This design comes from an exercise in tuning for small area, a short achievable clock period and few clock cycles per item on the open sky130 flow, not from production work.

==> inputs of run a <==
Design uniform_range_random_unit, start of the top module:
module uniform_range_random_unit (
  input  logic                          clk,
  input  logic                          rst,
  input  logic                          seed_write,
  input  logic [urr_pkg::STATE_W-1:0]   seed_data,
  input  logic                          in_valid,
  output logic                          in_stall,
  input  logic [urr_pkg::DATA_W-1:0]    range_low,
  input  logic [urr_pkg::DATA_W-1:0]    range_high,
  output logic                          out_valid,
  input  logic                          out_stall,
  output logic [urr_pkg::DATA_W-1:0]    value,
  output logic                          range_error
);
Settings: LEC_CHECK=0, CAP_MARGIN=20, CORE_MARGIN=2, CORE_UTILIZATION=40, SLEW_MARGIN=20; clock period 11.0 ns.
run.sh (not shown) runs the stock make flow with config.mk's settings and CLKGATE_MAP_FILE= SYNTH_SCRIPT=/design/flow/synth_recipe.tcl, a recipe that flattens the netlist after the stock synthesis.
==> inputs of run b, as changes to run a <==
==> flow/design.v (replaced) <==
`timescale 1ns / 1ps
package urr_pkg;
  localparam int STATE_W = 48;
  localparam int DATA_W  = 32;
  localparam int DRAW_W  = 31;
  localparam int DRAW_LSB = STATE_W - DRAW_W;
  localparam int MULT_W = 35;
  localparam logic [MULT_W-1:0]  LCG_MULT = 35'h5DEECE66D;
  localparam logic [STATE_W-1:0] LCG_INC  = 48'hB;
  localparam int DIG_W    = 4;                  
  localparam int DIGS     = 2;                  
  localparam int STEP_W   = DIG_W * DIGS;       
  localparam int STEPS    = STATE_W / STEP_W;   
  localparam int STEP_CNT_W = $clog2(STEPS);
  localparam int ACC_W    = MULT_W;             
  localparam int DIGP_W   = MULT_W + DIG_W;     
  localparam int SUM_W    = ACC_W + STEP_W;     
  localparam int SHIFT_W  = $clog2(DATA_W);
endpackage
`timescale 1ns / 1ps
module uniform_range_random_unit (
  input  logic                          clk,
  input  logic                          rst,
  input  logic                          seed_write,
  input  logic [urr_pkg::STATE_W-1:0]   seed_data,
  input  logic                          in_valid,
  output logic                          in_stall,
  input  logic [urr_pkg::DATA_W-1:0]    range_low,
  input  logic [urr_pkg::DATA_W-1:0]    range_high,
  output logic                          out_valid,
  input  logic                          out_stall,
  output logic [urr_pkg::DATA_W-1:0]    value,
  output logic                          range_error
);
  typedef enum logic [2:0] {
    S_IDLE,    
    S_PREP,    
    S_CHECK,   
    S_DIV,     
    S_TDIV,    
    S_TCMP,    
    S_DONE     
  } state_t;
  state_t                              state;
  logic [urr_pkg::DATA_W-1:0]          lo;
  logic [urr_pkg::DATA_W-1:0]          m;       
  logic                                err;
  logic [urr_pkg::DATA_W-1:0]          r;       
  logic [urr_pkg::DATA_W-1:0]          nb;      
  logic [urr_pkg::SHIFT_W-1:0]         k;       
  logic                                tval;    
  logic [urr_pkg::STATE_W-1:0]         x;       
  logic [urr_pkg::ACC_W-1:0]           acc;
  logic [urr_pkg::STEP_CNT_W-1:0]      lcnt;
  logic                                xrdy;
  function automatic logic [urr_pkg::DIGP_W-1:0] mul_dig(input logic [urr_pkg::DIG_W-1:0] dg);
    mul_dig = '0;
    for (int i = 1; i < (1 << urr_pkg::DIG_W); i++) begin
      mul_dig = mul_dig | ({urr_pkg::DIGP_W{dg == urr_pkg::DIG_W'(i)}} &
                           (urr_pkg::DIGP_W'(urr_pkg::LCG_MULT) * urr_pkg::DIGP_W'(i)));
    end
  endfunction
  logic [urr_pkg::ACC_W-1:0]  acc_c;
  logic                       lci;
  logic [urr_pkg::SUM_W-1:0]  pp [urr_pkg::DIGS];          
  logic [urr_pkg::SUM_W-1:0]  cs_s [urr_pkg::DIGS+1];       
  logic [urr_pkg::SUM_W-1:0]  cs_c [urr_pkg::DIGS+1];
  logic [urr_pkg::STEP_W:0]   lres;                         
  assign cs_s[0] = urr_pkg::SUM_W'(acc);
  assign cs_c[0] = urr_pkg::SUM_W'(acc_c);
  for (genvar i = 0; i < urr_pkg::DIGS; i++) begin : g_csa
    assign pp[i]     = urr_pkg::SUM_W'(mul_dig(x[i*urr_pkg::DIG_W +: urr_pkg::DIG_W])) << (i*urr_pkg::DIG_W);
    assign cs_s[i+1] = cs_s[i] ^ cs_c[i] ^ pp[i];
    assign cs_c[i+1] = ((cs_s[i] & cs_c[i]) | (cs_s[i] & pp[i]) | (cs_c[i] & pp[i])) << 1;
  end
  assign lres = (urr_pkg::STEP_W+1)'(cs_s[urr_pkg::DIGS][urr_pkg::STEP_W-1:0]) +
                (urr_pkg::STEP_W+1)'(cs_c[urr_pkg::DIGS][urr_pkg::STEP_W-1:0]) +
                (urr_pkg::STEP_W+1)'(lci);
  logic [urr_pkg::DRAW_W-1:0] d;
  assign d = x[urr_pkg::STATE_W-1:urr_pkg::DRAW_LSB];
  logic                       pow2;
  logic [urr_pkg::SHIFT_W-1:0] lz;
  logic                       ge;        
  logic [urr_pkg::DATA_W-1:0] bt;        
  always_comb begin
    pow2 = (((m >> 1) & ~m) == '0);
    lz   = '0;
    for (int i = 0; i < urr_pkg::DATA_W; i++) begin
      if (m[i]) lz = urr_pkg::SHIFT_W'(urr_pkg::DATA_W - 1 - i);
    end
    ge = ({1'b0, d} > m);
    bt = (~m) << lz;
  end
  logic                       cin;
  logic [urr_pkg::DATA_W:0]   sum;
  logic                       cout;
  assign cin  = (state == S_PREP);
  assign sum  = {1'b0, r} + {1'b0, nb} + (urr_pkg::DATA_W+1)'(cin);
  assign cout = sum[urr_pkg::DATA_W];
  assign in_stall = !((state == S_IDLE) || ((state == S_DONE) && !out_valid));
  always_ff @(posedge clk) begin
    if (!in_stall) begin
      lo <= range_low;
    end
    if (rst) begin
      state     <= S_IDLE;
      x         <= urr_pkg::LCG_INC;    
      xrdy      <= 1'b1;
      out_valid <= 1'b0;
    end else begin
      if (out_valid && !out_stall) begin
        out_valid <= 1'b0;
      end
      if (!xrdy) begin
        x     <= {lres[urr_pkg::STEP_W-1:0], x[urr_pkg::STATE_W-1:urr_pkg::STEP_W]};
        acc   <= urr_pkg::ACC_W'(cs_s[urr_pkg::DIGS] >> urr_pkg::STEP_W);
        acc_c <= urr_pkg::ACC_W'(cs_c[urr_pkg::DIGS] >> urr_pkg::STEP_W);
        lci   <= lres[urr_pkg::STEP_W];
        lcnt <= lcnt + 1'b1;
        if (lcnt == urr_pkg::STEP_CNT_W'(urr_pkg::STEPS-1)) xrdy <= 1'b1;
      end
      case (state)
        S_PREP: begin
          m     <= sum[urr_pkg::DATA_W-1:0];
          err   <= !cout;
          tval  <= 1'b0;
          state <= cout ? S_CHECK : S_DONE;
        end
        S_CHECK: begin
          if (xrdy) begin
            if (pow2) begin
              r     <= {1'b0, d} & m;
              nb    <= lo;
              state <= S_DONE;
            end else if (ge) begin
              r     <= {1'b0, d};
              nb    <= {1'b1, bt[urr_pkg::DATA_W-1:1]};
              k     <= lz - 1'b1;
              state <= S_DIV;
            end else if (tval) begin
              nb    <= ~{1'b0, d};
              state <= S_TCMP;
            end else begin
              r     <= ~m;
              nb    <= bt;
              k     <= lz;
              state <= S_TDIV;
            end
            if (pow2 || ge) begin
              xrdy <= 1'b0;
              acc  <= urr_pkg::ACC_W'(urr_pkg::LCG_INC);
              acc_c <= '0;
              lci  <= 1'b0;
              lcnt <= '0;
            end
          end
        end
        S_TDIV, S_DIV: begin
          if (cout) r <= sum[urr_pkg::DATA_W-1:0];
          nb <= {1'b1, nb[urr_pkg::DATA_W-1:1]};
          k  <= k - 1'b1;
          if (k == '0) begin
            if (state == S_TDIV) begin
              nb    <= ~{1'b0, d};
              tval  <= 1'b1;
              state <= S_TCMP;
            end else begin
              nb    <= lo;
              state <= S_DONE;
            end
          end
        end
        S_TCMP: begin
          if (!cout) begin
            r     <= {1'b0, d};
            nb    <= lo;
            state <= S_DONE;
          end else begin
            state <= S_CHECK;
          end
          xrdy <= 1'b0;
          acc  <= urr_pkg::ACC_W'(urr_pkg::LCG_INC);
              acc_c <= '0;
              lci  <= 1'b0;
          lcnt <= '0;
        end
        default: ;
      endcase
      if ((state == S_DONE) && !out_valid) begin
        value       <= err ? '0 : sum[urr_pkg::DATA_W-1:0];
        range_error <= err;
        out_valid   <= 1'b1;
        state       <= S_IDLE;
      end
      if (!in_stall) begin
        r  <= range_high;
        nb <= ~range_low;
        if (seed_write) begin
          x    <= seed_data;
          xrdy <= 1'b0;
          acc  <= urr_pkg::ACC_W'(urr_pkg::LCG_INC);
              acc_c <= '0;
              lci  <= 1'b0;
          lcnt <= '0;
        end
        if (in_valid) begin
          state <= S_PREP;
        end
      end
    end
  end
endmodule
==> comparison table <==
item	run b	run a
Status	timing/DRC/antenna clean	timing/DRC/antenna clean
Multi-In Gates	1920	1997
Highest net fanout along the worst path	55	28
Initial cell density of the core	40.5%	40.2%
Post-Synthesis Mean Instance Area	9.00 um^2	9.93 um^2
Max stage delay on crit path	0.70 ns	1.00 ns
Routability Congestion	1.04	0.967
Cell count after synthesis	2549	2654
Share of synthesized cell area in full adder, half adder and majority cells	12.1%	13.2%
Pin slew with the least headroom to its limit	1.08 ns	1.10 ns
Worst path arrival time	5.82 ns	6.10 ns
Sequential cell area share	31.7%	33.6%
First DRT Iteration DRCs	2667	2617
Length of the first detailed-routing pass in iterations	6	8
No functional check of the RTL was part of any run of this note.

separate check: timing with driven ports:
Ports are ideal in the flow. The routed layouts listed here were re-timed in OpenROAD.
Step 1 (the two cells are an assumption about what drives the block):
set clk [get_ports {clk}]
set_driving_cell -lib_cell sky130_fd_sc_hd__clkbuf_16 $clk
set_driving_cell -lib_cell sky130_fd_sc_hd__buf_2 [delete_from_list [all_inputs] $clk]
Step 2 times the ports against the registers' clock, not the clock port: input delays grow and output delays shrink by t, the midpoint of the rising clock arrivals with the driver on.
a / b / c = ideal / step 1 / step 2; a / b = the first two.
| run | t, ns | slack for setup (ns) | hold slack, ns | clock arrival spread, ns |
|---|---|---|---|---|
| run a | 0.656 | 5.327 / 5.327 / 5.327 | 0.447 / 0.447 / 0.447 | 0.025 / 0.024 |
| run b | 0.625 | 5.592 / 5.592 / 5.592 | 0.554 / 0.554 / 0.554 | 0.020 / 0.020 |
After both steps setup and hold are still met in every run listed.
